Background: an optimization exercise with open tools, aiming at small area, a short achievable clock period and few clock cycles per item. Do not read the settings as production practice.
Only simulation tests tie the RTL to the original design; equivalence was not proved.
Power figures rest on the tool's default switching activity, not on a simulated workload.

`design/flow/constraint.sdc`:
```
create_clock -name core_clock -period 9.0 [get_ports {clk}]
set_input_delay 1.8000 -clock core_clock [delete_from_list [all_inputs] [get_ports {clk}]]
set_output_delay 1.8000 -clock core_clock [all_outputs]
set_load 0.01 [all_outputs]
```
`design/flow/design.v`:
```
`default_nettype none
package ica_pkg;
    localparam int DIM          = 4;
    localparam int SAMPLE_WIDTH = 16;
    localparam int NORM_WIDTH   = 18;
    localparam logic [NORM_WIDTH-1:0] THRESHOLD = NORM_WIDTH'(32);
    localparam logic [2:0] IDLE   = 3'd0;
    localparam logic [2:0] LOAD   = 3'd1;
    localparam logic [2:0] DIFF   = 3'd2;
    localparam logic [2:0] NORM   = 3'd3;
    localparam logic [2:0] REPORT = 3'd4;
endpackage
`default_nettype wire
`default_nettype none
package cordic_pkg;
    localparam int CORDIC_WIDTH  = 22;
    localparam int CORDIC_STAGES = 16;
    localparam int GUARD_BITS    = 2;
    localparam int GAIN_WIDTH = 16;
    localparam logic [GAIN_WIDTH-1:0] GAIN_INV = 16'd39797;
endpackage
`default_nettype wire
`timescale 1ns/1ps
`default_nettype none
module ica_conv_top (
    input  logic        clk,
    input  logic        nreset,
    input  logic        start,
    input  logic [15:0] sample_in,
    input  logic        sample_valid,
    output logic        sample_ready,
    output logic        done,
    output logic [17:0] diff_norm,
    output logic        converged
);
    localparam logic [2:0] P_IDLE = 3'd0;   
    localparam logic [2:0] P_S1   = 3'd1;   
    localparam logic [2:0] P_ROT  = 3'd2;   
    localparam logic [2:0] P_R15  = 3'd3;   
    localparam logic [2:0] P_MUL  = 3'd4;   
    logic [2:0]  phase, phase_n;
    logic [3:0]  sx, sx_n;         
    logic [3:0]  sy, sy_n;         
    logic [2:0]  mk, mk_n;         
    logic        minv, minv_n;     
    logic        mmode, mmode_n;   
    logic [1:0]  stp, stp_n;       
    logic        want_q, want_n;   
    logic        done_q, done_n;
    logic        pval, pval_n;     
    logic [15:0] p0, p1, p2, p3;   
    logic [19:0] x;                
    logic signed [21:0] y;
    logic        take;
    assign sample_ready = start && want_q;
    assign take         = sample_ready && sample_valid;
    logic [15:0] pref;
    logic signed [16:0] d;
    logic signed [21:0] d4;
    assign pref = pval ? p0 : 16'd0;
    assign d    = {sample_in[15], sample_in} - {pref[15], pref};
    assign d4   = {{3{d[16]}}, d, 2'b0};
    logic        neg, xinv, xcin;
    logic [19:0] xs;
    logic signed [21:0] ys;
    logic [22:0] x_sum;
    logic [20:0] y_sum;
    logic [21:0] x_add;
    logic [19:0] x_rot;
    logic signed [19:0] y_rot;
    assign neg   = y[21];
    assign xs    = x >> sx;
    assign ys    = y >>> sy;
    assign xinv  = mmode ? minv : neg;
    assign xcin  = !mmode && neg;
    assign x_sum = {2'b0, x, 1'b1} + {ys ^ {22{xinv}}, xcin};
    assign y_sum = {y[19:0], 1'b1} + {xs ^ {20{!neg}}, !neg};
    assign x_add = x_sum[22:1];
    assign x_rot = x_add[19:0];
    assign y_rot = y_sum[20:1];
    logic signed [21:0] y_init;
    assign y_init = 22'({2'b0, x}) + 22'sd131072 + 22'(neg);
    always_ff @(posedge clk) begin
        if (take) begin
            p0 <= p1; p1 <= p2; p2 <= p3; p3 <= sample_in;
        end
    end
    always_ff @(posedge clk) begin
        case (phase)
            P_IDLE: if (take) begin
                x <= '0;
                y <= d4;
            end
            P_S1: if (take) begin
                x <= x_rot;                  
                y <= d4;
            end
            P_ROT: begin
                x <= x_rot;
                y <= 22'(y_rot);
            end
            P_R15: begin
                x <= x_rot;                  
                y <= y_init;
            end
            P_MUL: begin
                if (mk != 3'd5) begin
                    y <= x_add;
                end else if (take || stp == 2'd3) begin
                    x <= {x_add[20:3], 2'b0};
                    y <= d4;
                end
            end
            default: ;
        endcase
    end
    always_comb begin
        phase_n = phase;
        sx_n    = sx;
        sy_n    = sy;
        mk_n    = mk;
        minv_n  = 1'b0;
        mmode_n = 1'b0;
        stp_n   = stp;
        done_n  = done_q;
        pval_n  = pval;
        case (phase)
            P_IDLE: begin
                if (!start) done_n = 1'b0;
                if (take) phase_n = P_S1;
            end
            P_S1: if (take) begin
                phase_n = P_ROT;
                stp_n   = 2'd1;
            end
            P_ROT: begin
                sx_n = sx + 4'd1;
                sy_n = sy + 4'd1;
                if (sx == 4'd14) phase_n = P_R15;
            end
            P_R15: begin
                phase_n = P_MUL;
                mk_n    = 3'd0;
                sx_n    = '0;
                sy_n    = 4'd2;
                mmode_n = 1'b1;
            end
            P_MUL: begin
                mk_n    = mk + 3'd1;
                mmode_n = 1'b1;
                case (mk)
                    3'd0: begin sy_n = 4'd2; minv_n = 1'b1; end
                    3'd1: begin sy_n = 4'd3; end
                    3'd2: begin sy_n = 4'd3; end
                    3'd3: begin sy_n = 4'd3; minv_n = 1'b1; end
                    3'd4: begin sy_n = 4'd2; end
                    default: begin
                        sy_n    = '0;
                        mmode_n = 1'b0;
                        mk_n    = mk;
                        if (stp == 2'd3) begin
                            phase_n = P_IDLE;
                            done_n  = 1'b1;
                            pval_n  = 1'b1;
                        end else if (take) begin
                            phase_n = P_ROT;
                            stp_n   = stp + 2'd1;
                        end else begin
                            sy_n    = sy;
                            mmode_n = 1'b1;
                        end
                    end
                endcase
            end
            default: phase_n = P_IDLE;
        endcase
        want_n = (phase_n == P_IDLE && !done_n) || phase_n == P_S1 ||
                 (phase_n == P_MUL && mk_n == 3'd5 && stp_n != 2'd3);
    end
    always_ff @(posedge clk) begin
        if (!nreset) begin
            phase  <= P_IDLE;
            sx     <= '0;
            sy     <= '0;
            mk     <= '0;
            minv   <= 1'b0;
            mmode  <= 1'b0;
            stp    <= '0;
            want_q <= 1'b0;
            done_q <= 1'b0;
            pval   <= 1'b0;
        end else begin
            phase  <= phase_n;
            sx     <= sx_n;
            sy     <= sy_n;
            mk     <= mk_n;
            minv   <= minv_n;
            mmode  <= mmode_n;
            stp    <= stp_n;
            want_q <= want_n;
            done_q <= done_n;
            pval   <= pval_n;
        end
    end
    assign done      = done_q && start;
    assign diff_norm = x[19:2];
    assign converged = (x[19:2] <= 18'd32);
endmodule
`default_nettype wire
```
`design/flow/run.sh`:
```
#!/bin/bash
# synth_recipe.tcl (not shown) runs the flow's synth.tcl, then flattens the netlist and writes it again
# the make line also repeats each setting of config.mk as NAME=value (left out here)
make -C /OpenROAD-flow-scripts/flow DESIGN_CONFIG=/design/flow/config.mk WORK_HOME=/design/flow/orfs CLKGATE_MAP_FILE= SYNTH_SCRIPT=/design/flow/synth_recipe.tcl finish
```
`design/flow/config.mk`:
```
export PLATFORM = sky130hd
export DESIGN_NAME = ica_conv_top
export DESIGN_NICKNAME = ica_conv_top
export VERILOG_FILES = /design/flow/design.v
export SDC_FILE = /design/flow/constraint.sdc
export NUM_CORES = 4
export LEC_CHECK = 0
export CAP_MARGIN = 20
export CORE_MARGIN = 2
export CORE_UTILIZATION = 60
export PLACE_DENSITY = 0.7
export SLEW_MARGIN = 20
```
==> flow_summary.yaml, run 1 <==
floorplanning:
  fp.dieH_um: 137
  die_w_um: 137
  row_count: 48
  ioPinCount: 41
  start_util_pct: 61.3
  coreArea_um2: 17200
  die-area_um2: 18700
cts:
  post_cts_resized: 0
  clk_pin_slew_ns: 0.08
  ctsHoldBuffers: 0
  numCtsBuffers: 17
  postCtsSetupRepairBufs: 0
  cts_tree: "done"
  clk_latency_ns: 0.44
  cts_root_buf: "clkbuf_16"
  htree_levels: 4
  cts_sinks: 127
  cts_buffer_depth: 2
critical_path:
  critPathKind: "reg2reg"
  critPathSlowestCell: "dfxtp_1"
  crit_chain: "clkinv_1, mux4_2, nor2_1, a21oi_1, xor2_1, fa_1, a21o_1, a311o_1, o211ai_1, o21bai_1, o31ai_1, o22ai_1, a21oi_1, o21ai_1"
  crit_path_end_kind: "register"
  cp_top_family: "compound AO/OA/AOI/OAI gates"
  max_stage_delay_ns: 0.88
  startpoint_type: "register"
  path_buf_inv: 1
  cpMostUsedCell: "a21oi_1"
  cp_data_required_time_ns: 9.18
  cp_max_fo: 25
  cp.arrival_ns: 5.50
finish:
  multi_input_area_um2: 6490
  fill_cells: 1461
  final_layout_size_suffix_gt1_share_pct: 5.90
  area_delta_synth_final_pct: 9.43
  nets: 1247
  seq_area_um2: 3600
  postLayoutCellArea_um2: 11600
  finish.utilization_pct: 67.1
  diodes: 0
pwr:
  ir_drop_mv: 0.139
  total_leakage_power_nw: 4.31
  power_density_nw_per_um2: 153
  finalPower_w: 0.00177
synth:
  synthArstFlopShare_pct: 0
  ys_warn_count: 1
  synth_cells: 1170
  ys_seq_area_share_pct: 34.1
  syn_area_um2: 10600
  synth_nets: 1261
  synthFlopType: "edfxtp_1"
  yosysUniqueCellTypes: 73
  synth_edf_count: 106
  ys_seq_elements: 127
  avgSynthCellArea_um2: 9.03
sta:
  finalClockSkew_ns: 0.0156
  period_minus_slack_ns: 5.32
  setup_slack_ns: 3.68
  relSlewSlack_pct: 31.3
  final_max_slew_viol_count: 0
  hold_viol_final: 0
  period_share_pct: 59.1
  fmax_mhz: 188
  worst_pin_slew_ns: 1.03
  finalSetupTns_ns: 0
  rsz0062_at_grt: "false"
  finalSetupViolCount: 0
grt:
  grt_max_degree: 70
  first_global_vias: 8464
  grt_pass1_wl_mm: 48.7
  grt.overflow.total: 0
  gr-usage-all-layers_pct: 35.3
  antenna_found_initial: 0
placed_design:
  io_buffers: 40
  dpl.hpwl_mm: 23.9
  place_congestion: 1.05
  postPlaceCellArea_um2: 10900
  preCtsSetupSlack_ns: 3.82
detailed_routing:
  ant_nets: 0
  drt_iter0_drc: 1028
  route.detailed.drc: 0
  via_per_inst: 6.62
  routedWlPerCell_um: 23.2
  first_pass_iters: 6
  wl_mm: 32.3
  vias: 9224
outcome:
  status: "timing/DRC/antenna clean"
flow_run:
  cap_viol_max_count: 0
min_path:
  hold_class: "reg2reg"
==> Yosys cell counts (all sizes together) (7+ instances only) <==
cell	count	share of area [%]
ha	69	8.2
a21o	25	1.8
xnor2	60	5.0
nand4	9	0.53
and3	12	0.71
xor2	45	3.7
a31oi	15	0.89
nor2	87	3.1
nand2b	10	0.59
dfxtp	21	4.0
a211oi	15	1.1
o21a	8	0.57
mux2i	54	5.1
and2	23	1.4
nor3	16	0.76
nor2b	15	0.89
nand2	114	4.1
mux4	12	2.6
o21bai	7	0.50
o21ai	85	4.0
inv	18	0.64
o221ai	7	0.58
buf	31	1.8
edfxtp	106	30
nand3	24	1.1
a21oi	100	4.7
clkbuf	54	1.9
o211ai	10	0.71
o22ai	24	1.4
==> layout make-up <==
cell class                      count  area share, %
Timing Repair Buffer               52           4.24
Clock buffer                       17           3.68
Tap cell                          225           2.44
Sequential cell                   127           31.2
Inverter                           22          0.714
Multi-Input combinational cell    936           56.2
Clock inverter                     15           1.60
==> through the flow <==
stage	hold slack, ns	instances
floorplan	0.400	1170
global placement	0.400	1362
detailed placement	0.405	1362
CTS	0.416	1394
global route	0.424	1394
finish	0.420	1394
==> cells by family (layout without fill, tap and decap cells) <==
group,count (synthesis),after routing,synth area share (%)
simple gates,342,342,15.4
mux,70,70,8.10
flops,127,127,34.1
compound gates,348,348,20.5
fa+ha+maj,71,71,8.55
xor+xnor,105,105,8.71
buf+inv,107,106,4.56
==> cells in the final DEF, fill, tap and decap left out, drive strengths merged, types with 6 or more instances in the layout <==
cell and n:
and2 23, a211oi 15, inv 27, nand3 24
xnor2 60, edfxtp 106, o21ai 85, clkbuf 17
mux2i 54, o21a 8, clkdlybuf4s50 40, o221ai 7
and3 12, a21oi 100, a31oi 15, xor2 45
o22ai 24, ha 69, nor2 87, o211ai 10
clkinv 9, mux4 12, o21bai 7, nand2b 10
a21o 25, nand2 114, buf 12, nor3 16
dfxtp 21, nand4 9, nor2b 15, a21boi 6
nand3b 6
==> power breakdown <==
part           switching [W]  leakage, nW  internal (W)
sequential         0.0000247         1.15      0.000657
clock               0.000334        0.293      0.000377
combinational       0.000228         2.86      0.000144
==> layer usage <==
metal	GRT usage (%)	share of wire (%)	vias to the layer above
met1	48.4	43	4392
met4	14.4	3.7	0
met5	0	0	-
met3	6.48	8.0	87
li1	-	-	4309
met2	55.2	45	436
==> state kept, by name, indices dropped and copies added (netlist names), 2 cells and up <==
name	count
y	22
x	20
p0	16
p1	16
p2	16
p3	16
sx	4
sy	4
mk	3
phase	3
stp	2
==> worst paths after layout <==
path	from	endpoint	slack, ns	cells after the start
hold / removal	p3[4]	p2[4]	0.42	0
setup reg to reg	sy[0]	y[13]	3.68	14
hold reg to reg	p3[4]	p2[4]	0.42	0
setup / recovery	sy[0]	y[13]	3.68	14
Testbench counts, summed over its fixed seeds: cycles 35,832, runs 512.
==> run 2: changes to the inputs <==
--- a/design/flow/config.mk
+++ b/design/flow/config.mk
@@ -9,4 +9,5 @@
 export CORE_MARGIN = 2
 export CORE_UTILIZATION = 60
 export PLACE_DENSITY = 0.7
+export SETUP_SLACK_MARGIN = 5
 export SLEW_MARGIN = 20
==> run 2 against run 1 <==
Cell count increased by 8.0%. Global-route usage rose by 3.8 points. Clock power up 1%. Fmax is 24% higher. Register-to-register slack better by 1.0 ns. First-iteration DRC count grew 12%. Worst setup slack improved by 1.0 ns. Final area is 15% higher. Critical path type unchanged. Critical endpoint is now y[18]. Largest cell class unchanged. Largest power group unchanged.
==> flow_summary.yaml, run 2 <==
sta:
  finalClockSkew_ns: 0.0219
  fmax_mhz: 233
  relSlewSlack_pct: 28.2
  hold_viol_final: 0
  worst_pin_slew_ns: 1.08
  period_minus_slack_ns: 4.29
  rsz0062_at_grt: "true"
  final_max_slew_viol_count: 0
  period_share_pct: 47.7
  finalSetupViolCount: 0
  finalSetupTns_ns: 0
detailed_routing:
  ant_nets: 0
  wl_mm: 37.5
  routedWlPerCell_um: 24.9
  vias: 10200
  drt_iter0_drc: 1155
  via_per_inst: 6.79
  first_pass_iters: 7
  route.detailed.drc: 0
finish:
  layout_common_cells: "nand2_1 (113), buf_4 (111), edfxtp_1 (106)"
  area_delta_synth_final_pct: 25.3
  regMostFlops: "y"
  nets: 1359
  top_regs: "y (22), x (20)"
  final_layout_size_suffix_gt1_share_pct: 24.0
  fill_cells: 1189
  final_common_cell: "nand2_1"
  largest_register_ffs: 22
  diodes: 0
critical_path:
  cp_data_required_time_ns: 9.18
  r2r_end: "y[18]"
  r2r_cells: 18
  crit_chain: "buf_4, mux2i_1, nand2_1, a21oi_2, a21oi_1, nor2_1, a21oi_1, xnor2_1, ha_1, a21o_1, a21o_1, a21oi_2, a211oi_2, o31a_1, o21a_1, o21ai_2, o31ai_4, or3_1"
  cp.arrival_ns: 4.47
  path_buf_inv: 1
  max_stage_delay_ns: 0.48
  critPathKind: "reg2reg"
  crit_path_end_kind: "register"
  cp_max_fo: 4
  startpoint_type: "register"
  rrSetupSlack_ns: 4.71
  critPathSlowestCell: "edfxtp_1"
  reg2reg_from: "x[4]"
  cp_top_family: "compound AO/OA/AOI/OAI gates"
synth:
  ys_seq_area_share_pct: 34.1
  yosysMostFrequentCell: "nand2_1"
  synth_top_family_by_area: "compound AO/OA/AOI/OAI gates"
  yosysUniqueCellTypes: 73
  synth_nets: 1261
  yosys-top-cells-area: "edfxtp_1 (30%), ha_1 (8.2%), mux2i_1 (5.1%), xnor2_1 (5.0%), a21oi_1 (4.7%)"
  synthAdderAreaFrac_pct: 8.55
  muxShareOfSynthArea_pct: 8.10
  synth_top_area_share_pct: 30.1
  avgSynthCellArea_um2: 9.03
  synth_cells: 1170
  synth_simple_gate_area_share_pct: 15.4
  syn_area_um2: 10600
  ys_seq_elements: 127
  synthXorXnorAreaFrac_pct: 8.71
  synth_compound_area_share_pct: 20.5
  synth_top_area_cell: "edfxtp_1"
  ys_top_cells_by_count: "nand2_1 (114), edfxtp_1 (106), a21oi_1 (100)"
  synthFlopType: "edfxtp_1"
  synthArstFlopShare_pct: 0
  ys_warn_count: 1
  synth_edf_count: 106
grt:
  grt.overflow.total: 0
  gr-usage-all-layers_pct: 39.1
  first_global_vias: 9459
  antenna_found_initial: 2
  grt_max_degree: 71
  grt_pass1_wl_mm: 53.5
floorplanning:
  die_w_um: 137
  ioPinCount: 41
  die-area_um2: 18700
  start_util_pct: 61.3
  fp.dieH_um: 137
  row_count: 48
  coreArea_um2: 17200
cts:
  clk_pin_slew_ns: 0.07
  htree_levels: 4
  cts_sinks: 127
  cts_tree: "done"
  numCtsBuffers: 17
  cts_buffer_depth: 2
  cts_root_buf: "clkbuf_16"
  clk_latency_ns: 0.44
pwr:
  power_frac_seq_pct: 35.7
  switching_share_pct: 34.2
  switchingPower_w: 0.000646
  p_comb_share_pct: 26.3
  power.internal_w: 0.00124
  total_leakage_power_nw: 5.06
  power_density_nw_per_um2: 143
  ir_drop_mv: 0.170
  finalPower_w: 0.00189
  pwr-share-clk_pct: 38.0
min_path:
  hold_path_depth: 0
  hold_end: "p2[3]"
  hold_class: "reg2reg"
  min_from: "p3[3]"
placed_design:
  dpl.hpwl_mm: 23.9
  io_buffers: 40
  place_congestion: 1.03
outcome:
  status: "timing/DRC/antenna clean"
flow_run:
  cap_viol_max_count: 0
run 2: cell types whose count changed in the layout (fill, tap and decap cells not counted), moves of 9 or more:
cell | previous run | this run
o21ai_1 | 11 | 20
buf_4 | 12 | 111
o21ai_2 | 0 | 9
o21ai_0 | 74 | 55
a21oi_1 | 99 | 79
mux2i_2 | 0 | 9
mux2i_1 | 54 | 42
a21oi_2 | 1 | 19
run 2: power by group through the flow:
stage / logic, W / registers, W / clock network [W]
2_1_floorplan: 0.000265 / 0.000678 / 0
3_3_place_gp: 0.000359 / 0.000692 / 0
3_5_place_dp: 0.000359 / 0.000693 / 0
4_1_cts: 0.000424 / 0.000672 / 0.000717
5_1_grt: 0.000524 / 0.000675 / 0.000739
6_report: 0.000498 / 0.000675 / 0.000718
run 2: layout make-up:
| class | count | area [µm²] | area share (%) |
|---|---|---|---|
| well taps | 225 | 282 | 2.13 |
| clock inverters | 15 | 188 | 1.42 |
| clock buffers | 17 | 425 | 3.21 |
| inverters | 22 | 98.8 | 0.747 |
| repair buffers | 164 | 1460 | 11.0 |
| multi-input cells | 936 | 7160 | 54.1 |
| flip-flops and latches | 127 | 3620 | 27.4 |
run 2: kinds of logic (layout without fill, tap and decap cells):
logic type	after synthesis	count (layout)
AO/OA/AOI/OAI	348	348
XOR/XNOR	105	105
adder cells (fa/ha/maj)	71	71
buffers and inverters	107	218
flip-flops	127	127
multiplexers	70	70
AND/OR/NAND/NOR	342	342
run 2: worst max-delay path by stage:
stage / slack (ns) / startpoint / cells after the start / to
2_1_floorplan: 5.00 / start / 9 / want_q
3_3_place_gp: 3.88 / sx[0] / 14 / y[14]
3_5_place_dp: 3.83 / sx[0] / 15 / y[18]
4_1_cts: 4.86 / x[15] / 14 / y[18]
5_1_grt: 4.53 / sx[1] / 18 / y[18]
6_report: 4.71 / x[4] / 18 / y[18]
run 2: layer usage:
layer | global-route usage (%) | wire [µm] | share of wire, %
met5 | 0 | 27 | 0.072
met4 | 20.2 | 2130 | 5.7
met3 | 12.6 | 4440 | 12
met2 | 59.9 | 16400 | 44
met1 | 49.4 | 14500 | 39
run 2: repair_timing:
action | CTS | global route
resized for setup | 114 | 87
endpoints found under the setup margin | 41 | 30
pin swaps | 52 | 55
gates cloned | 2 | 0
hold endpoints to repair | 0 | 0
hold buffers | 0 | 0
buffers inserted | 83 | 28
run 2: stage by stage:
| stage | utilization (%) | cell area (µm²) | cells | hold WS, ns | setup slack, ns |
|---|---|---|---|---|---|
| detailed placement | 63.5 | 10900 | 1361 | 0.405 | 3.83 |
| finish | 76.8 | 13200 | 1506 | 0.414 | 4.71 |
| global placement | 63.5 | 10900 | 1361 | 0.400 | 3.88 |
| global route | 76.8 | 13200 | 1506 | 0.426 | 4.53 |
| floorplan | - | 10600 | 1170 | 0.400 | 5.00 |
| CTS | 73.5 | 12700 | 1478 | 0.418 | 4.86 |
run 2: worst reg2reg max path, cell delays in order, from the launching register on:
cell	delay (ns)
edfxtp_1	0.48
buf_4	0.19
mux2i_1	0.26
nand2_1	0.18
a21oi_2	0.36
a21oi_1	0.12
nor2_1	0.11
a21oi_1	0.06
xnor2_1	0.13
ha_1	0.26
a21o_1	0.18
a21o_1	0.18
a21oi_2	0.21
a211oi_2	0.11
o31a_1	0.27
o21a_1	0.23
o21ai_2	0.17
o31ai_4	0.13
or3_1	0.39
==> run 3: changes to the inputs <==
--- a/design/flow/config.mk
+++ b/design/flow/config.mk
@@ -7,7 +7,7 @@
 export LEC_CHECK = 0
 export CAP_MARGIN = 20
 export CORE_MARGIN = 2
-export CORE_UTILIZATION = 60
-export PLACE_DENSITY = 0.7
+export CORE_UTILIZATION = 75
+export PLACE_DENSITY = 0.85
 export SETUP_SLACK_MARGIN = 5
 export SLEW_MARGIN = 20
==> run 3 against run 2 <==
The run now fails in global routing. Synthesized cell count unchanged. Area after synthesis unchanged.
==> flow_summary.yaml, run 3 <==
grt:
  grt_max_degree: 66
synth:
  synth_edf_count: 106
  synth_top_area_cell: "edfxtp_1"
  synth_cells: 1170
  syn_area_um2: 10600
  synthArstFlopShare_pct: 0
  yosysMostFrequentCell: "nand2_1"
  avgSynthCellArea_um2: 9.03
  synth_nets: 1261
  ys_warn_count: 1
  ys_top_cells_by_count: "nand2_1 (114), edfxtp_1 (106), a21oi_1 (100)"
  synthFlopType: "edfxtp_1"
  yosys-top-cells-area: "edfxtp_1 (30%), ha_1 (8.2%), mux2i_1 (5.1%), xnor2_1 (5.0%), a21oi_1 (4.7%)"
  yosysUniqueCellTypes: 73
  ys_seq_elements: 127
  ys_seq_area_share_pct: 34.1
  synth_top_area_share_pct: 30.1
floorplanning:
  ioPinCount: 41
  start_util_pct: 76.4
  fp.dieH_um: 123
  die_w_um: 123
  row_count: 43
cts:
  cts_buffer_depth: 2
  cts_sinks: 127
  htree_levels: 4
  cts_root_buf: "clkbuf_16"
  numCtsBuffers: 17
  ctsHoldBuffers: 0
outcome:
  status: "did not finish"
  tool.error: "[ERROR DPL-0038] Utilization greater than 100%, impossible to legalize"
  haltStage: "global routing"
placed_design:
  dp.cells: 1314
  dpl.hpwl_mm: 22.9
  io_buffers: 40
  place_congestion: 0.985
  postPlaceCellArea_um2: 10900
sta:
  worst_endpoint_kind: "sequential cell input"
  worst_endpoint: "y[18]$_DFFE_PP_/D"
[run 3: cell counts after synthesis]
Identical to the previous run, type by type.
[run 3: repair_timing]
action / CTS
setup buffers: 89
cloned: 2
gates resized for setup: 107
setup endpoints to repair: 40
pin swaps: 53
[run 3: worst min path at each step]
stage                         to  startpoint
after floorplan            p0[0]       p1[0]
after global placement     p2[2]       p3[2]
after detailed placement   p0[0]       p1[0]
after CTS                 p1[10]      p2[10]
[run 3: through the flow]
stage / power [W] / worst slack (ns)
3_3_place_gp: 0.00104 / 4.02
3_5_place_dp: 0.00105 / 3.85
2_1_floorplan: 0.000942 / 5.00
4_1_cts: 0.00185 / 4.87
[run 3: logic make-up after synthesis]
logic type	synth area share (%)
and+or+nand+nor	15.4
AOI/OAI and AO/OA	20.5
adders and majority gates	8.55
DFF	34.1
muxes	8.10
xor gates and xnor gates	8.71
buffers and inverters	4.56
[run 3: power by group through the flow]
stage	sequential [W]	clock, W	combinational, W
after floorplan	0.000678	0	0.000265
after global placement	0.000693	0	0.000347
after detailed placement	0.000694	0	0.000355
after CTS	0.000672	0.000748	0.000430
==> run 4: changes to the inputs <==
--- a/design/flow/design.v
+++ b/design/flow/design.v
@@ -41,8 +41,8 @@
     logic [2:0]  phase, phase_n;
     logic [3:0]  sx, sx_n;         
     logic [3:0]  sy, sy_n;         
-    logic [2:0]  mk, mk_n;         
     logic        minv, minv_n;     
+    logic        mcin, mcin_n;     
     logic        mmode, mmode_n;   
     logic [1:0]  stp, stp_n;       
     logic        want_q, want_n;   
@@ -72,14 +72,14 @@
     assign xs    = x >> sx;
     assign ys    = y >>> sy;
     assign xinv  = mmode ? minv : neg;
-    assign xcin  = !mmode && neg;
+    assign xcin  = mmode ? mcin : neg;
     assign x_sum = {2'b0, x, 1'b1} + {ys ^ {22{xinv}}, xcin};
     assign y_sum = {y[19:0], 1'b1} + {xs ^ {20{!neg}}, !neg};
     assign x_add = x_sum[22:1];
     assign x_rot = x_add[19:0];
     assign y_rot = y_sum[20:1];
     logic signed [21:0] y_init;
-    assign y_init = 22'({2'b0, x}) + 22'sd131072 + 22'(neg);
+    assign y_init = {1'b0, {1'b0, x[19:17]} + 4'd1, x[16:0]};
     always_ff @(posedge clk) begin
         if (take) begin
             p0 <= p1; p1 <= p2; p2 <= p3; p3 <= sample_in;
@@ -104,7 +104,7 @@
                 y <= y_init;
             end
             P_MUL: begin
-                if (mk != 3'd5) begin
+                if (sx != 4'd5) begin
                     y <= x_add;
                 end else if (take || stp == 2'd3) begin
                     x <= {x_add[20:3], 2'b0};
@@ -118,8 +118,8 @@
         phase_n = phase;
         sx_n    = sx;
         sy_n    = sy;
-        mk_n    = mk;
         minv_n  = 1'b0;
+        mcin_n  = 1'b0;
         mmode_n = 1'b0;
         stp_n   = stp;
         done_n  = done_q;
@@ -140,24 +140,24 @@
             end
             P_R15: begin
                 phase_n = P_MUL;
-                mk_n    = 3'd0;
                 sx_n    = '0;
                 sy_n    = 4'd2;
                 mmode_n = 1'b1;
+                mcin_n  = neg && (&x[1:0]);
             end
             P_MUL: begin
-                mk_n    = mk + 3'd1;
+                sx_n    = sx + 4'd1;
                 mmode_n = 1'b1;
-                case (mk)
-                    3'd0: begin sy_n = 4'd2; minv_n = 1'b1; end
-                    3'd1: begin sy_n = 4'd3; end
-                    3'd2: begin sy_n = 4'd3; end
-                    3'd3: begin sy_n = 4'd3; minv_n = 1'b1; end
-                    3'd4: begin sy_n = 4'd2; end
+                case (sx)
+                    4'd0: begin sy_n = 4'd2; minv_n = 1'b1; end
+                    4'd1: begin sy_n = 4'd3; end
+                    4'd2: begin sy_n = 4'd3; end
+                    4'd3: begin sy_n = 4'd3; minv_n = 1'b1; end
+                    4'd4: begin sy_n = 4'd2; end
                     default: begin
                         sy_n    = '0;
+                        sx_n    = '0;
                         mmode_n = 1'b0;
-                        mk_n    = mk;
                         if (stp == 2'd3) begin
                             phase_n = P_IDLE;
                             done_n  = 1'b1;
@@ -167,6 +167,7 @@
                             stp_n   = stp + 2'd1;
                         end else begin
                             sy_n    = sy;
+                            sx_n    = sx;
                             mmode_n = 1'b1;
                         end
                     end
@@ -175,15 +176,15 @@
             default: phase_n = P_IDLE;
         endcase
         want_n = (phase_n == P_IDLE && !done_n) || phase_n == P_S1 ||
-                 (phase_n == P_MUL && mk_n == 3'd5 && stp_n != 2'd3);
+                 (phase_n == P_MUL && sx_n == 4'd5 && stp_n != 2'd3);
     end
     always_ff @(posedge clk) begin
         if (!nreset) begin
             phase  <= P_IDLE;
             sx     <= '0;
             sy     <= '0;
-            mk     <= '0;
             minv   <= 1'b0;
+            mcin   <= 1'b0;
             mmode  <= 1'b0;
             stp    <= '0;
             want_q <= 1'b0;
@@ -193,8 +194,8 @@
             phase  <= phase_n;
             sx     <= sx_n;
             sy     <= sy_n;
-            mk     <= mk_n;
             minv   <= minv_n;
+            mcin   <= mcin_n;
             mmode  <= mmode_n;
             stp    <= stp_n;
             want_q <= want_n;
--- a/design/flow/config.mk
+++ b/design/flow/config.mk
@@ -7,7 +7,7 @@
 export LEC_CHECK = 0
 export CAP_MARGIN = 20
 export CORE_MARGIN = 2
-export CORE_UTILIZATION = 75
-export PLACE_DENSITY = 0.85
+export CORE_UTILIZATION = 60
+export PLACE_DENSITY = 0.7
 export SETUP_SLACK_MARGIN = 5
 export SLEW_MARGIN = 20
==> run 4 against run 3 <==
Now clean on timing, DRC and antenna. Synthesized cell count decreased by 5.1%. Area after synthesis decreased by 3.8%.
==> flow_summary.yaml, run 4 <==
outcome:
  status: "timing/DRC/antenna clean"
critical_path:
  max_stage_delay_ns: 0.38
  crit_path_end_kind: "register"
  critPathSlowestCell: "dfxtp_4"
  startpoint_type: "register"
  cp_max_fo: 7
  startpoint: "sy[1]"
  r2r_end: "y[11]"
  critPathKind: "reg2reg"
  reg2reg_from: "sy[1]"
  r2r_cells: 21
  rrSetupSlack_ns: 4.76
  cp_data_required_time_ns: 9.18
  crit_chain: "buf_12, buf_6, nor2b_1, a211oi_2, a21oi_2, nand2_1, nand2_2, nor2_4, a31oi_4, xnor2_2, ha_1, nor2b_4, o2111ai_2, a31o_1, a21boi_0, o21ai_1, a21boi_0, o21ai_0, a21oi_2, buf_4, a221o_1"
  cp.arrival_ns: 4.42
finish:
  multi_input_area_um2: 6960
  seq_area_um2: 3580
  diodes: 0
  nets: 1292
  regMostFlops: "y"
  area_delta_synth_final_pct: 28.2
  fill_cells: 1083
  final_common_cell: "edfxtp_1"
  layout_common_cells: "edfxtp_1 (106), nand2_1 (97), buf_4 (92)"
  top_regs: "y (22), x (20)"
  largest_register_ffs: 22
  final_layout_size_suffix_gt1_share_pct: 27.4
sta:
  worst_pin_slew_ns: 0.931
  period_minus_slack_ns: 4.24
  finalClockSkew_ns: 0.00973
  relSlewSlack_pct: 37.6
  finalSetupViolCount: 0
  hold_viol_final: 0
  hold_ws_ns: 0.413
  final_max_slew_viol_count: 0
  rsz0062_at_grt: "true"
  fmax_mhz: 236
  finalSetupTns_ns: 0
  period_share_pct: 47.2
detailed_routing:
  vias: 9695
  via_per_inst: 6.74
  drt_iter0_drc: 1405
  route.detailed.drc: 0
  first_pass_iters: 6
  routedWlPerCell_um: 24.5
  ant_nets: 0
  wl_mm: 35.2
cts:
  cts_tree: "done"
  cts_root_buf: "clkbuf_16"
  clk_latency_ns: 0.43
  clk_pin_slew_ns: 0.06
  numCtsBuffers: 17
  cts_sinks: 125
  htree_levels: 4
  cts_buffer_depth: 2
synth:
  ys_seq_area_share_pct: 35.1
  synth_edf_count: 106
  synthArstFlopShare_pct: 0
  yosysUniqueCellTypes: 76
  synth_top_area_share_pct: 31.3
  syn_area_um2: 10200
  avgSynthCellArea_um2: 9.15
  synth_nets: 1197
  ys_top_cells_by_count: "edfxtp_1 (106), nand2_1 (104), a21oi_1 (88)"
  synth_top_area_cell: "edfxtp_1"
  ys_seq_elements: 125
  yosys-top-cells-area: "edfxtp_1 (31%), ha_1 (8.0%), mux2i_1 (4.7%), a21oi_1 (4.3%), xnor2_1 (4.0%)"
  ys_warn_count: 1
  synth_cells: 1110
  yosysMostFrequentCell: "edfxtp_1"
  synthFlopType: "edfxtp_1"
floorplanning:
  ioPinCount: 41
  coreArea_um2: 16600
  die_w_um: 134
  fp.dieH_um: 134
  row_count: 47
  start_util_pct: 61.2
  die-area_um2: 18000
pwr:
  ir_drop_mv: 0.140
  power_density_nw_per_um2: 148
  total_leakage_power_nw: 4.94
grt:
  grt_pass1_wl_mm: 49.4
  antenna_found_initial: 0
  gr-usage-all-layers_pct: 36.3
  grt_max_degree: 67
  grt.overflow.total: 0
  first_global_vias: 8611
flow_run:
  cap_viol_max_count: 0
min_path:
  hold_end: "p1[9]"
  min_from: "p2[9]"
  hold_class: "reg2reg"
  hold_path_depth: 0
placed_design:
  io_buffers: 40
  place_congestion: 1.02
  dpl.hpwl_mm: 22.7
## run 4: cell types whose count changed after synthesis, moves of 7 or more
cell / previous run / this run
a211oi_1: 15 / 23
a21oi_1: 100 / 88
and2_1: 22 / 15
inv_1: 18 / 33
nand2_1: 114 / 104
o21ai_0: 74 / 33
o21ai_1: 11 / 39
xnor2_1: 60 / 46
## run 4: worst max path at each step
stage,depth (start not counted),slack (ns),end
after floorplan,13,4.89,y[12]
after global placement,14,4.11,y[12]
after detailed placement,14,4.03,y[12]
after CTS,14,4.91,y[12]
after global routing,17,4.63,x[19]
final,21,4.76,y[11]
## run 4: layout make-up
type	instances	share of cell area, %
flip-flops and latches	125	27.5
repair buffers	151	11.0
well taps	220	2.11
clock inverters	15	1.43
inverters	38	1.27
clock buffers	17	3.27
multi-input cells	872	53.4
## run 4: cell families after synthesis
logic type,Yosys count,synth area share [%]
simple gates,317,14.6
buf+inv,113,4.99
flops,125,35.1
compound gates,337,22.0
xor+xnor,86,7.42
mux,65,7.43
fa+ha+maj,67,8.40
## run 4: per-stage QoR
step                      power, W  instances  util (%)  instance area, µm²  worst slack (ns)
after floorplan           0.000949       1110         -               10300              4.89
after global placement     0.00106       1308      64.3               10700              4.11
after detailed placement   0.00106       1308      64.3               10700              4.03
after CTS                  0.00182       1381      72.3               12000              4.91
after global routing       0.00198       1438      78.5               13000              4.63
final                      0.00192       1438      78.5               13000              4.76
## run 4: worst max-delay path, delay by kind of cell, from the launching register on
kind	cells	cell delay (ns)
buf+inv	3	0.46
compound gates	11	2.16
simple gates	5	0.55
fa+ha+maj	1	0.27
flops	1	0.38
xor+xnor	1	0.15
## run 4: where the power goes
part / internal (W) / switching [W]
clock: 0.000401 / 0.000314
combinational: 0.000228 / 0.000316
sequential: 0.000647 / 0.0000159
total: 0.00128 / 0.000646
## run 4: layer usage
metal	GRT usage (%)	share of wire (%)
met5	0	0
met4	10.7	4.2
met3	11.0	12
met2	54.5	44
met1	51.0	40
## run 4: what timing repair did
| action | 4_1_cts | 5_1_grt |
|---|---|---|
| cloned | 2 | 3 |
| hold buffers | 0 | 0 |
| pin swaps | 39 | 86 |
| hold endpoints to repair | 0 | 0 |
| buffers inserted | 39 | 54 |
| resized for setup | 108 | 120 |
| setup endpoints to repair | 34 | 28 |
Testbench counts of run 4, summed over its fixed seeds: cycles 35,832, runs 512.
==> run 5: changes to the inputs <==
--- a/design/flow/config.mk
+++ b/design/flow/config.mk
@@ -9,5 +9,5 @@
 export CORE_MARGIN = 2
 export CORE_UTILIZATION = 60
 export PLACE_DENSITY = 0.7
-export SETUP_SLACK_MARGIN = 5
+export SETUP_SLACK_MARGIN = 4.6
 export SLEW_MARGIN = 20
==> run 5 against run 4 <==
Flip-flop and latch count did not move. Still clean. Hold slack improved by 0.0062 ns. Non-clock buffer count shrank 80. Core utilization fell by 8.6 points. First-iteration DRC count decreased by 15%. Clock-buffer cell count unchanged. Power decreased by 6.5%. Critical path type is now reg2out. Clock skew grew 0.0038 ns. Highest routed layer unchanged. Synthesized cell count unchanged.
==> flow_summary.yaml, run 5 <==
cts:
  cts_root_buf: "clkbuf_16"
  cts_buffer_depth: 2
  htree_levels: 4
  numCtsBuffers: 17
  clk_latency_ns: 0.44
  cts_sinks: 125
  cts_tree: "done"
  clk_pin_slew_ns: 0.06
min_path:
  hold_class: "reg2reg"
  min_from: "p2[11]"
  hold_path_depth: 0
  hold_end: "p1[11]"
grt:
  antenna_found_initial: 0
  grt_max_degree: 68
  grt.overflow.total: 0
  first_global_vias: 8013
  gr-usage-all-layers_pct: 33.5
  grt_pass1_wl_mm: 45.8
synth:
  syn_area_um2: 10200
  ys_seq_area_share_pct: 35.1
  synthXorXnorAreaFrac_pct: 7.42
  synth_top_area_share_pct: 31.3
  synth_top_area_cell: "edfxtp_1"
  synth_compound_area_share_pct: 22.0
  ys_top_cells_by_count: "edfxtp_1 (106), nand2_1 (104), a21oi_1 (88)"
  synthArstFlopShare_pct: 0
  avgSynthCellArea_um2: 9.15
  muxShareOfSynthArea_pct: 7.43
  ys_seq_elements: 125
  yosysUniqueCellTypes: 76
  yosysMostFrequentCell: "edfxtp_1"
  synth_cells: 1110
  synth_edf_count: 106
  yosys-top-cells-area: "edfxtp_1 (31%), ha_1 (8.0%), mux2i_1 (4.7%), a21oi_1 (4.3%), xnor2_1 (4.0%)"
  synth_nets: 1197
  synthAdderAreaFrac_pct: 8.40
  synth_top_family_by_area: "compound AO/OA/AOI/OAI gates"
  synth_simple_gate_area_share_pct: 14.6
  ys_warn_count: 1
  synthFlopType: "edfxtp_1"
floorplanning:
  die_w_um: 134
  fp.dieH_um: 134
  row_count: 47
  die-area_um2: 18000
  start_util_pct: 61.2
  coreArea_um2: 16600
  ioPinCount: 41
sta:
  worst_pin_slew_ns: 1.07
  finalSetupViolCount: 0
  final_max_slew_viol_count: 0
  finalSetupTns_ns: 0
  relSlewSlack_pct: 28.6
  period_share_pct: 47.7
  finalClockSkew_ns: 0.0135
  hold_ws_ns: 0.419
  period_minus_slack_ns: 4.29
  fmax_mhz: 233
  hold_viol_final: 0
  rsz0062_at_grt: "true"
finish:
  final_common_cell: "edfxtp_1"
  final_layout_size_suffix_gt1_share_pct: 12.0
  largest_register_ffs: 22
  nets: 1212
  layout_common_cells: "edfxtp_1 (106), nand2_1 (102), nor2_1 (83)"
  regMostFlops: "y"
  area_delta_synth_final_pct: 14.2
  diodes: 0
  postLayoutCellArea_um2: 11600
  top_regs: "y (22), x (20)"
  finish.utilization_pct: 69.9
  fill_cells: 1336
pwr:
  power_density_nw_per_um2: 155
  total_leakage_power_nw: 4.32
  finalPower_w: 0.00180
  ir_drop_mv: 0.137
critical_path:
  crit_path_end_kind: "output port"
  reg2reg_from: "sx[0]"
  startpoint: "x[5]"
  critPathKind: "reg2out"
  cp_data_required_time_ns: 7.20
  worst-path-stages: 4
  critPathSlowestCell: "or4_1"
  r2r_end: "y[18]"
  cp_top_family: "simple AND/OR/NAND/NOR gates"
  cp_max_fo: 7
  max_stage_delay_ns: 0.54
  cp.arrival_ns: 2.49
  crit_chain: "or4_1, o21ai_0, and4_1, clkdlybuf4s50_1"
  startpoint_type: "register"
  r2r_cells: 16
  rrSetupSlack_ns: 4.72
  path_buf_inv: 1
flow_run:
  cap_viol_max_count: 0
placed_design:
  postPlaceCellArea_um2: 10600
  dpl.hpwl_mm: 21.8
  io_buffers: 40
  place_congestion: 1.01
detailed_routing:
  vias: 9057
  wl_mm: 30.8
  route.detailed.drc: 0
  routedWlPerCell_um: 22.7
  first_pass_iters: 6
  ant_nets: 0
  via_per_inst: 6.67
  drt_iter0_drc: 1198
outcome:
  status: "timing/DRC/antenna clean"
[run 5: cell counts after synthesis]
Identical to the previous run, type by type.
[run 5: power by group]
group          switching, W  leakage, nW  internal (W)
Sequential        0.0000180         1.14      0.000648
Combinational      0.000258         2.89      0.000168
Clock              0.000311        0.290      0.000395
[run 5: area by class of cell]
class,instances,area [µm²],area share (%)
clock inverters,15,165,1.42
inverters,38,150,1.29
clock buffers,17,425,3.67
well taps,220,275,2.37
flip-flops and latches,125,3570,30.8
repair buffers,71,716,6.17
multi-input cells,872,6300,54.3
[run 5: worst max path at each step]
stage | end | slack [ns]
6_report | converged | 4.71
5_1_grt | y[14] | 4.55
4_1_cts | y[17] | 4.62
3_5_place_dp | y[12] | 3.89
3_3_place_gp | y[12] | 3.99
2_1_floorplan | y[12] | 4.64
[run 5: metrics by stage]
stage	std cells	setup slack [ns]
floorplan	1110	4.64
global placement	1308	3.99
detailed placement	1308	3.89
CTS	1346	4.62
global route	1358	4.55
finish	1358	4.71
[run 5: cell families (layout without fill, tap and decap cells)]
group | Yosys count | in the layout
adders and majority gates | 67 | 67
AOI/OAI and AO/OA | 337 | 337
muxes | 65 | 65
xor gates and xnor gates | 86 | 86
DFF | 125 | 125
buffers and inverters | 113 | 141
and+or+nand+nor | 317 | 317
[run 5: routing by layer]
metal | wire length, µm | up-vias | part of all wire [%] | global-route usage [%]
met4 | 691 | 0 | 2.2 | 9.12
met2 | 13300 | 499 | 43 | 49.0
met5 | 0 | - | 0 | 0
li1 | - | 4150 | - | -
met3 | 3280 | 54 | 11 | 6.50
met1 | 13600 | 4354 | 44 | 50.7
[run 5: repair_timing]
item                       4_1_cts  5_1_grt
hold buffers                     0        0
pin swaps                        6       14
gates resized for setup         27       38
setup endpoints to repair       20       25
setup buffers                    6        9
cloned                           0        1
==> run 6: changes to the inputs <==
--- a/design/flow/config.mk
+++ b/design/flow/config.mk
@@ -8,6 +8,9 @@
 export CAP_MARGIN = 20
 export CORE_MARGIN = 2
 export CORE_UTILIZATION = 60
+export CTS_BUF_LIST = sky130_fd_sc_hd__clkbuf_8 sky130_fd_sc_hd__clkbuf_4
+export CTS_CLUSTER_DIAMETER = 150
+export CTS_CLUSTER_SIZE = 40
 export PLACE_DENSITY = 0.7
-export SETUP_SLACK_MARGIN = 4.6
+export SETUP_SLACK_MARGIN = 5
 export SLEW_MARGIN = 20
==> run 6 against run 5 <==
Clock skew grew 0.0052 ns. Via count grew 8.3%. Global-route usage grew 2.4 points. Register-to-register slack gained 0.05 ns. Clock-buffer cell count is the same. Hold slack lost 0.0076 ns. Fmax grew 1.5%. Power shrank 3.0%. Sequential share of layout area shrank 3.1 points. Die area is the same. Synthesized cell count is the same.
==> flow_summary.yaml, run 6 <==
finish:
  area_delta_synth_final_pct: 27.4
  final_common_cell: "edfxtp_1"
  nets: 1290
  diodes: 0
  largest_register_ffs: 22
  regMostFlops: "y"
  final_layout_size_suffix_gt1_share_pct: 28.1
  layout_common_cells: "edfxtp_1 (106), nand2_1 (95), buf_4 (87)"
  top_regs: "y (22), x (20)"
sta:
  worst_pin_slew_ns: 0.961
  finalClockSkew_ns: 0.0188
  relSlewSlack_pct: 35.6
  hold_viol_final: 0
  finalSetupTns_ns: 0
  setup_slack_ns: 4.77
  period_minus_slack_ns: 4.23
  period_share_pct: 47.0
  fmax_mhz: 236
  finalSetupViolCount: 0
  rsz0062_at_grt: "true"
  final_max_slew_viol_count: 0
cts:
  clk_pin_slew_ns: 0.09
  cts_tree: "done"
  cts_sinks: 125
  numCtsBuffers: 17
  htree_levels: 4
  cts_buffer_depth: 2
  cts_root_buf: "clkbuf_8"
  clk_latency_ns: 0.47
floorplanning:
  coreArea_um2: 16600
  die_w_um: 134
  row_count: 47
  ioPinCount: 41
  start_util_pct: 61.2
  die-area_um2: 18000
  fp.dieH_um: 134
detailed_routing:
  drt_iter0_drc: 1436
  ant_nets: 0
  wl_mm: 35.2
  routedWlPerCell_um: 24.5
  first_pass_iters: 8
  via_per_inst: 6.83
  route.detailed.drc: 0
  vias: 9809
critical_path:
  crit_path_end_kind: "register"
  cp.arrival_ns: 4.45
  critPathKind: "reg2reg"
  cp_data_required_time_ns: 9.22
  cp_max_fo: 13
  startpoint_type: "register"
synth:
  synthFlopType: "edfxtp_1"
  ys_warn_count: 1
  synth_nets: 1197
  yosysMostFrequentCell: "edfxtp_1"
  synth_edf_count: 106
  synth_top_area_share_pct: 31.3
  ys_seq_elements: 125
  yosysUniqueCellTypes: 76
  yosys-top-cells-area: "edfxtp_1 (31%), ha_1 (8.0%), mux2i_1 (4.7%), a21oi_1 (4.3%), xnor2_1 (4.0%)"
  avgSynthCellArea_um2: 9.15
  synth_cells: 1110
  ys_seq_area_share_pct: 35.1
  ys_top_cells_by_count: "edfxtp_1 (106), nand2_1 (104), a21oi_1 (88)"
  synthArstFlopShare_pct: 0
  syn_area_um2: 10200
  synth_top_area_cell: "edfxtp_1"
placed_design:
  dpl.hpwl_mm: 22.7
  preCtsSetupSlack_ns: 4.03
  place_congestion: 1.02
  io_buffers: 40
outcome:
  status: "timing/DRC/antenna clean"
flow_run:
  cap_viol_max_count: 0
grt:
  grt_pass1_wl_mm: 48.8
  grt.overflow.total: 0
  antenna_found_initial: 0
  gr-usage-all-layers_pct: 35.9
  grt_max_degree: 67
  first_global_vias: 8511
pwr:
  total_leakage_power_nw: 4.85
  power_density_nw_per_um2: 135
  ir_drop_mv: 0.101
min_path:
  hold_class: "reg2reg"
==> run 6: power breakdown <==
group          switching (W)  internal, W
Sequential         0.0000166     0.000646
Clock               0.000290     0.000239
Combinational       0.000320     0.000231
==> run 6: final timing paths <==
| kind | to | start | slack [ns] | cells past startpoint |
|---|---|---|---|---|
| worst max-delay path | y[17] | sy[1] | 4.77 | 18 |
| worst min-delay path | p1[9] | p2[9] | 0.41 | 0 |
| worst max register to register | y[17] | sy[1] | 4.77 | 18 |
| worst min register to register | p1[9] | p2[9] | 0.41 | 0 |
==> run 6: layout make-up <==
type                    count  area (µm²)
clock buffers              17         234
multi-input cells         872        7040
well taps                 220         275
fillers                  1099        3650
clock inverters            15         186
inverters                  38         168
flip-flops and latches    125        3580
repair buffers            149        1450
==> run 6: cell families (layout without fill, tap and decap cells) <==
logic type	Yosys count	after routing	share of synthesized area, %
adders and majority gates	67	67	8.40
buffers and inverters	113	219	4.99
DFF	125	125	35.1
AOI/OAI and AO/OA	337	337	22.0
and+or+nand+nor	317	317	14.6
muxes	65	65	7.43
xor gates and xnor gates	86	86	7.42
==> run 6: routing by layer <==
layer	global-route usage [%]	part of all wire [%]	vias to the layer above
met5	0	0	-
met3	9.03	13	125
met4	8.19	3.3	0
met2	55.1	44	709
met1	51.6	40	4660
li1	-	-	4315
==> run 6: what timing repair did <==
item / in CTS / in global routing
gates cloned: 3 / 2
pin swaps: 37 / 84
resized for setup: 115 / 140
endpoints found under the setup margin: 34 / 27
hold buffers: 0 / 0
buffers inserted: 36 / 55
==> run 6: critical path, cell delays in order, from the launching register on <==
cell and delay, ns:
dfxtp_4 0.40, buf_6 0.14, buf_16 0.15, buf_4 0.14, nor3_1 0.26, mux2i_1 0.31
nand2_1 0.10, o21ai_2 0.16, xor2_1 0.26, ha_2 0.37, o21ai_1 0.17, nand2b_1 0.12
nand3_2 0.17, a21oi_2 0.12, a211oi_1 0.34, o21bai_1 0.19, xnor2_2 0.29, a21oi_2 0.11
a22o_1 0.18
==> run 6: stage by stage <==
step / area (µm²) / total power (W) / instances / hold slack (ns) / util, %
6_report: 12900 / 0.00174 / 1436 / 0.411 / 78.0
5_1_grt: 12900 / 0.00180 / 1436 / 0.411 / 78.0
4_1_cts: 11800 / 0.00164 / 1379 / 0.408 / 71.4
3_5_place_dp: 10700 / 0.00106 / 1308 / 0.405 / 64.3
3_3_place_gp: 10700 / 0.00106 / 1308 / 0.400 / 64.3
2_1_floorplan: 10300 / 0.000949 / 1110 / 0.400 / -
==> run 7: changes to the inputs <==
--- a/design/flow/config.mk
+++ b/design/flow/config.mk
@@ -12,5 +12,5 @@
 export CTS_CLUSTER_DIAMETER = 150
 export CTS_CLUSTER_SIZE = 40
 export PLACE_DENSITY = 0.7
-export SETUP_SLACK_MARGIN = 5
+export SETUP_SLACK_MARGIN = 4.0
 export SLEW_MARGIN = 20
==> run 7 against run 6 <==
Still clean on timing, DRC and antenna. Critical path depth is 15 lower. Hold slack better by 0.0098 ns. Worst setup slack worse by 0.55 ns. Cell count down 6.6%. Register-to-register slack worse by 0.47 ns. Power decreased by 12%. Via count down 11%. Critical endpoint is now sample_ready.
==> flow_summary.yaml, run 7 <==
outcome:
  status: "timing/DRC/antenna clean"
sta:
  setup_slack_ns: 4.22
  worst_pin_slew_ns: 1.08
  rsz0062_at_grt: "true"
  period_share_pct: 53.1
  finalSetupViolCount: 0
  fmax_mhz: 209
  relSlewSlack_pct: 28.1
  finalClockSkew_ns: 0.0172
  finalSetupTns_ns: 0
  hold_ws_ns: 0.421
  period_minus_slack_ns: 4.78
  hold_viol_final: 0
  final_max_slew_viol_count: 0
critical_path:
  reg2reg_from: "sy[0]"
  cpMostUsedCell: "clkdlybuf4s50_1"
  startpoint_type: "input port"
  crit_chain: "clkdlybuf4s50_1, and2_1, clkdlybuf4s50_1"
  crit_path_end_kind: "output port"
  rrSetupSlack_ns: 4.30
  startpoint: "start"
  critPathKind: "in2out"
  critPathSlowestCell: "clkdlybuf4s50_1"
  max_stage_delay_ns: 0.53
  cp.arrival_ns: 2.98
  cp_max_fo: 3
  cp_data_required_time_ns: 7.20
grt:
  first_global_vias: 7942
  grt_max_degree: 49
  grt_pass1_wl_mm: 45.6
  antenna_found_initial: 0
  gr-usage-all-layers_pct: 33.5
  grt.overflow.total: 0
floorplanning:
  row_count: 47
  start_util_pct: 61.2
  die-area_um2: 18000
  fp.dieH_um: 134
  die_w_um: 134
  ioPinCount: 41
  coreArea_um2: 16600
cts:
  cts_tree: "done"
  ctsHoldBuffers: 0
  clk_latency_ns: 0.47
  cts_buffer_depth: 2
  cts_sinks: 125
  numCtsBuffers: 17
  cts_root_buf: "clkbuf_8"
  clk_pin_slew_ns: 0.09
  htree_levels: 4
finish:
  fill_cells: 1440
  diodes: 0
  final_cells: 1341
  final_common_cell: "edfxtp_1"
  top_regs: "y (22), x (20)"
  regMostFlops: "y"
  nets: 1195
  area_delta_synth_final_pct: 8.17
  multi_input_area_um2: 6130
  layout_common_cells: "edfxtp_1 (106), nand2_1 (104), a21oi_1 (88)"
  seq_area_um2: 3560
  finish.utilization_pct: 66.3
  largest_register_ffs: 22
  final_layout_size_suffix_gt1_share_pct: 7.40
synth:
  yosys-top-cells-area: "edfxtp_1 (31%), ha_1 (8.0%), mux2i_1 (4.7%), a21oi_1 (4.3%), xnor2_1 (4.0%)"
  synth_top_area_share_pct: 31.3
  synthFlopType: "edfxtp_1"
  synth_cells: 1110
  yosysUniqueCellTypes: 76
  ys_warn_count: 1
  synthArstFlopShare_pct: 0
  avgSynthCellArea_um2: 9.15
  synth_top_area_cell: "edfxtp_1"
  syn_area_um2: 10200
  synth_edf_count: 106
  ys_seq_elements: 125
  ys_top_cells_by_count: "edfxtp_1 (106), nand2_1 (104), a21oi_1 (88)"
  ys_seq_area_share_pct: 35.1
  yosysMostFrequentCell: "edfxtp_1"
  synth_nets: 1197
placed_design:
  place_congestion: 0.999
  dp.cells: 1309
  preCtsSetupSlack_ns: 3.56
  dpl.hpwl_mm: 22.1
  io_buffers: 40
detailed_routing:
  wl_mm: 29.5
  vias: 8777
  via_per_inst: 6.55
  first_pass_iters: 7
  drt_iter0_drc: 1430
  ant_nets: 0
  routedWlPerCell_um: 22.0
  route.detailed.drc: 0
pwr:
  ir_drop_mv: 0.0907
  total_leakage_power_nw: 4.06
  power_density_nw_per_um2: 139
min_path:
  min_from: "p3[8]"
  hold_class: "reg2reg"
flow_run:
  cap_viol_max_count: 0
run 7: final cells by class:
type | instances | area share (%)
multi-input combinational | 872 | 55.8
sequential | 125 | 32.4
timing repair buffer | 54 | 4.63
tap | 220 | 2.51
clock buffer | 17 | 2.13
inverter | 38 | 1.37
clock inverter | 15 | 1.17
run 7: final timing paths:
kind	endpoint	cells after the start
worst max-delay path	sample_ready	3
worst min-delay path	p2[8]	0
worst max register to register	y[10]	17
worst min register to register	p2[8]	0
run 7: kinds of logic (layout without fill, tap and decap cells):
group	Yosys count	in the layout	synth area share [%]
XOR/XNOR	86	86	7.42
flip-flops	125	125	35.1
multiplexers	65	65	7.43
AND/OR/NAND/NOR	317	317	14.6
AO/OA/AOI/OAI	337	337	22.0
buffers and inverters	113	124	4.99
adder cells (fa/ha/maj)	67	67	8.40
run 7: metrics by stage:
step           total power (W)  instance area (µm²)
2_1_floorplan         0.000946                10200
3_3_place_gp           0.00106                10600
3_5_place_dp           0.00106                10600
4_1_cts                0.00152                11000
5_1_grt                0.00159                11000
6_report               0.00153                11000
run 7: report_power, final:
group          internal, W  switching (W)
Combinational     0.000152       0.000245
Clock             0.000199       0.000270
Sequential        0.000647      0.0000182
Total             0.000999       0.000533
run 7: timing repair:
item,CTS,global route
setup endpoints to repair,0,11
resized for setup,0,6
setup buffers,0,0
run 7: metal layers:
layer / share of wire (%) / up-vias / track usage [%]
li1: - / 4119 / -
met1: 44 / 4194 / 49.7
met2: 43 / 420 / 49.0
met3: 11 / 44 / 8.99
met4: 1.9 / 0 / 7.66
met5: 0 / - / 0
run 7: worst max-delay path, delay by kind of cell:
kind / cells / cell delay [ns]
buffers and inverters: 2 / 1.02
and+or+nand+nor: 1 / 0.15
==> run 8: changes to the inputs <==
--- a/design/flow/config.mk
+++ b/design/flow/config.mk
@@ -12,5 +12,5 @@
 export CTS_CLUSTER_DIAMETER = 150
 export CTS_CLUSTER_SIZE = 40
 export PLACE_DENSITY = 0.7
-export SETUP_SLACK_MARGIN = 4.0
+export SETUP_SLACK_MARGIN = 4.3
 export SLEW_MARGIN = 20
==> run 8 against run 7 <==
Still clean. Area after synthesis did not move. Via count grew 0.69%. Clock skew about the same. Non-clock buffer count grew 6. Largest power group unchanged.
==> flow_summary.yaml, run 8 <==
outcome:
  status: "timing/DRC/antenna clean"
cts:
  htree_levels: 4
  cts_root_buf: "clkbuf_8"
  clk_pin_slew_ns: 0.09
  numCtsBuffers: 17
  cts_sinks: 125
  cts_buffer_depth: 2
  ctsHoldBuffers: 0
  clk_latency_ns: 0.47
  cts_tree: "done"
pwr:
  switching_share_pct: 34.9
  power_density_nw_per_um2: 139
  power_frac_seq_pct: 43.0
  p_comb_share_pct: 26.5
  power.internal_w: 0.00101
  switchingPower_w: 0.000540
  ir_drop_mv: 0.0882
  pwr-share-clk_pct: 30.5
  total_leakage_power_nw: 4.12
finish:
  diodes: 0
  top_regs: "y (22), x (20)"
  final_layout_size_suffix_gt1_share_pct: 8.87
  postLayoutCellArea_um2: 11100
  layout_common_cells: "edfxtp_1 (106), nand2_1 (104), a21oi_1 (86)"
  area_delta_synth_final_pct: 9.46
  fill_cells: 1421
  regMostFlops: "y"
  final_common_cell: "edfxtp_1"
  largest_register_ffs: 22
  nets: 1202
synth:
  synth_cells: 1110
  synth_nets: 1197
  muxShareOfSynthArea_pct: 7.43
  synthFlopType: "edfxtp_1"
  ys_seq_area_share_pct: 35.1
  yosysUniqueCellTypes: 76
  synth_edf_count: 106
  ys_top_cells_by_count: "edfxtp_1 (106), nand2_1 (104), a21oi_1 (88)"
  yosys-top-cells-area: "edfxtp_1 (31%), ha_1 (8.0%), mux2i_1 (4.7%), a21oi_1 (4.3%), xnor2_1 (4.0%)"
  synthAdderAreaFrac_pct: 8.40
  synthXorXnorAreaFrac_pct: 7.42
  synth_top_area_cell: "edfxtp_1"
  avgSynthCellArea_um2: 9.15
  synth_top_area_share_pct: 31.3
  synth_simple_gate_area_share_pct: 14.6
  syn_area_um2: 10200
  yosysMostFrequentCell: "edfxtp_1"
  synth_top_family_by_area: "compound AO/OA/AOI/OAI gates"
  synth_compound_area_share_pct: 22.0
  ys_warn_count: 1
  ys_seq_elements: 125
  synthArstFlopShare_pct: 0
critical_path:
  cp_top_family: "compound AO/OA/AOI/OAI gates"
  crit_chain: "buf_8, mux2_2, o21ai_1, o21ai_0, a21oi_1, xor2_1, ha_1, and4_1, a21oi_1, a21boi_1, o21ai_1, a2111o_1, o31ai_1, o21ai_0, o211ai_1"
  critPathSlowestCell: "o21ai_0"
  r2r_cells: 15
  cp_data_required_time_ns: 9.19
  r2r_end: "y[16]"
  crit_path_end_kind: "register"
  cp.arrival_ns: 4.72
  critPathKind: "reg2reg"
  reg2reg_from: "sy[1]"
  startpoint_type: "register"
  path_buf_inv: 1
  rrSetupSlack_ns: 4.46
  max_stage_delay_ns: 0.50
  cp_max_fo: 33
placed_design:
  postPlaceCellArea_um2: 10600
  io_buffers: 40
  dpl.hpwl_mm: 22.1
  preCtsSetupSlack_ns: 3.56
  place_congestion: 0.999
detailed_routing:
  via_per_inst: 6.56
  ant_nets: 0
  route.detailed.drc: 0
  routedWlPerCell_um: 22.0
  drt_iter0_drc: 1424
  vias: 8838
  first_pass_iters: 7
  wl_mm: 29.7
floorplanning:
  ioPinCount: 41
  die-area_um2: 18000
  die_w_um: 134
  coreArea_um2: 16600
  start_util_pct: 61.2
  fp.dieH_um: 134
  row_count: 47
sta:
  fmax_mhz: 220
  hold_viol_final: 0
  rsz0062_at_grt: "false"
  relSlewSlack_pct: 26.6
  worst_pin_slew_ns: 1.10
  finalSetupTns_ns: 0
  final_max_slew_viol_count: 0
  finalClockSkew_ns: 0.0172
  period_minus_slack_ns: 4.54
  setup_slack_ns: 4.46
  period_share_pct: 50.4
  finalSetupViolCount: 0
grt:
  gr-usage-all-layers_pct: 33.5
  grtUsageMet1_pct: 49.7
  grtUsageMet2_pct: 49.2
  grt.busiest_layer: "met1"
  grt.overflow.total: 0
  antenna_found_initial: 0
  grt_max_degree: 49
  grt.met3_usage_pct: 8.99
  first_global_vias: 7952
  grt_pass1_wl_mm: 45.6
min_path:
  hold_class: "reg2reg"
  hold_end: "p0[7]"
  min_from: "p1[7]"
  hold_path_depth: 0
flow_run:
  cap_viol_max_count: 0
run 8: cell families after synthesis:
| logic type | Yosys count |
|---|---|
| DFF | 125 |
| adders and majority gates | 67 |
| muxes | 65 |
| buffers and inverters | 113 |
| and+or+nand+nor | 317 |
| xor gates and xnor gates | 86 |
| AOI/OAI and AO/OA | 337 |
run 8: final cells by class:
cell class | count | area, µm² | share of cell area (%)
Sequential cell | 125 | 3560 | 32.1
Clock inverter | 15 | 129 | 1.16
Timing Repair inverter | 1 | 7.51 | 0.0675
Tap cell | 220 | 275 | 2.48
Inverter | 38 | 150 | 1.35
Clock buffer | 17 | 234 | 2.10
Timing Repair Buffer | 60 | 567 | 5.10
Multi-Input combinational cell | 872 | 6190 | 55.7
run 8: metrics by stage:
stage / hold slack, ns / instances / total power (W) / utilization, %
floorplan: 0.400 / 1110 / 0.000946 / -
global placement: 0.401 / 1309 / 0.00106 / 63.9
detailed placement: 0.405 / 1309 / 0.00106 / 63.9
CTS: 0.422 / 1341 / 0.00152 / 66.1
global route: 0.428 / 1348 / 0.00161 / 67.0
finish: 0.418 / 1348 / 0.00155 / 67.0
run 8: power groups by stage:
stage                     logic [W]  clock network [W]  registers [W]
final                      0.000409           0.000471       0.000665
after global routing       0.000443           0.000496       0.000667
after CTS                  0.000385           0.000474       0.000665
after detailed placement   0.000381                  0       0.000678
after global placement     0.000380                  0       0.000678
after floorplan            0.000277                  0       0.000669
run 8: worst max-delay path by stage:
stage | startpoint | endpoint | depth (start not counted)
2_1_floorplan | start | y[0] | 5
3_3_place_gp | sample_in[0] | y[12] | 14
3_5_place_dp | sample_in[0] | y[12] | 14
4_1_cts | sy[1] | x[9] | 16
5_1_grt | sample_in[0] | y[12] | 14
6_report | sy[1] | y[16] | 15
run 8: repair_timing:
action	in CTS	in global routing
setup endpoints to repair	9	20
buffers inserted	0	6
gates cloned	0	1
resized for setup	5	20
pin swaps	0	3
endpoints found under the hold margin	0	0
run 8: per-layer routing:
| layer | up-vias | part of all wire, % | wire (µm) |
|---|---|---|---|
| met2 | 465 | 43 | 12800 |
| met5 | - | 0 | 0 |
| met3 | 43 | 11 | 3260 |
| met4 | 0 | 1.9 | 557 |
| met1 | 4199 | 44 | 13100 |
| li1 | 4131 | - | - |

port drivers added, routing unchanged:
How much do the figures lean on ideal ports? The routed layouts below were timed once more, with nothing changed but the port constraints. Step 1, drivers: a clkbuf_16 drives clk and a buf_2 each remaining input, both assumed. Step 2 times the ports against the registers' clock, not the clock port: input delays grow and output delays shrink by t, the midpoint of the rising clock arrivals with the driver on. Three values: ideal ports, drivers, drivers and shift; two values: the first two.
| run | shift t [ns] | slack for setup (ns) | hold slack, ns | worst setup path after step 2 | worst slew at a driven data input, ns |
|---|---|---|---|---|---|
| run 1 | 0.478 | 3.684 / 3.684 / 3.684 | 0.420 / 0.420 / 0.420 | register to register | 0.04 |
| run 2 | 0.474 | 4.711 / 4.711 / 4.493 | 0.414 / 0.414 / 0.414 | input to register | 0.04 |
| run 4 | 0.475 | 4.756 / 4.756 / 4.548 | 0.413 / 0.413 / 0.413 | input to register | 0.05 |
| run 5 | 0.477 | 4.708 / 4.659 / 4.323 | 0.419 / 0.419 / 0.419 | input to register | 0.05 |
| run 6 | 0.505 | 4.769 / 4.769 / 4.520 | 0.411 / 0.411 / 0.411 | input to register | 0.05 |
| run 7 | 0.503 | 4.222 / 4.200 / 3.881 | 0.421 / 0.421 / 0.421 | input to register | 0.04 |
| run 8 | 0.504 | 4.461 / 4.461 / 4.031 | 0.418 / 0.418 / 0.418 | input to register | 0.05 |
After both steps setup and hold are still met in every run listed. The setup slack of run 8, which loses most, moves by 0.000 ns with the drivers and by -0.430 ns with both steps.
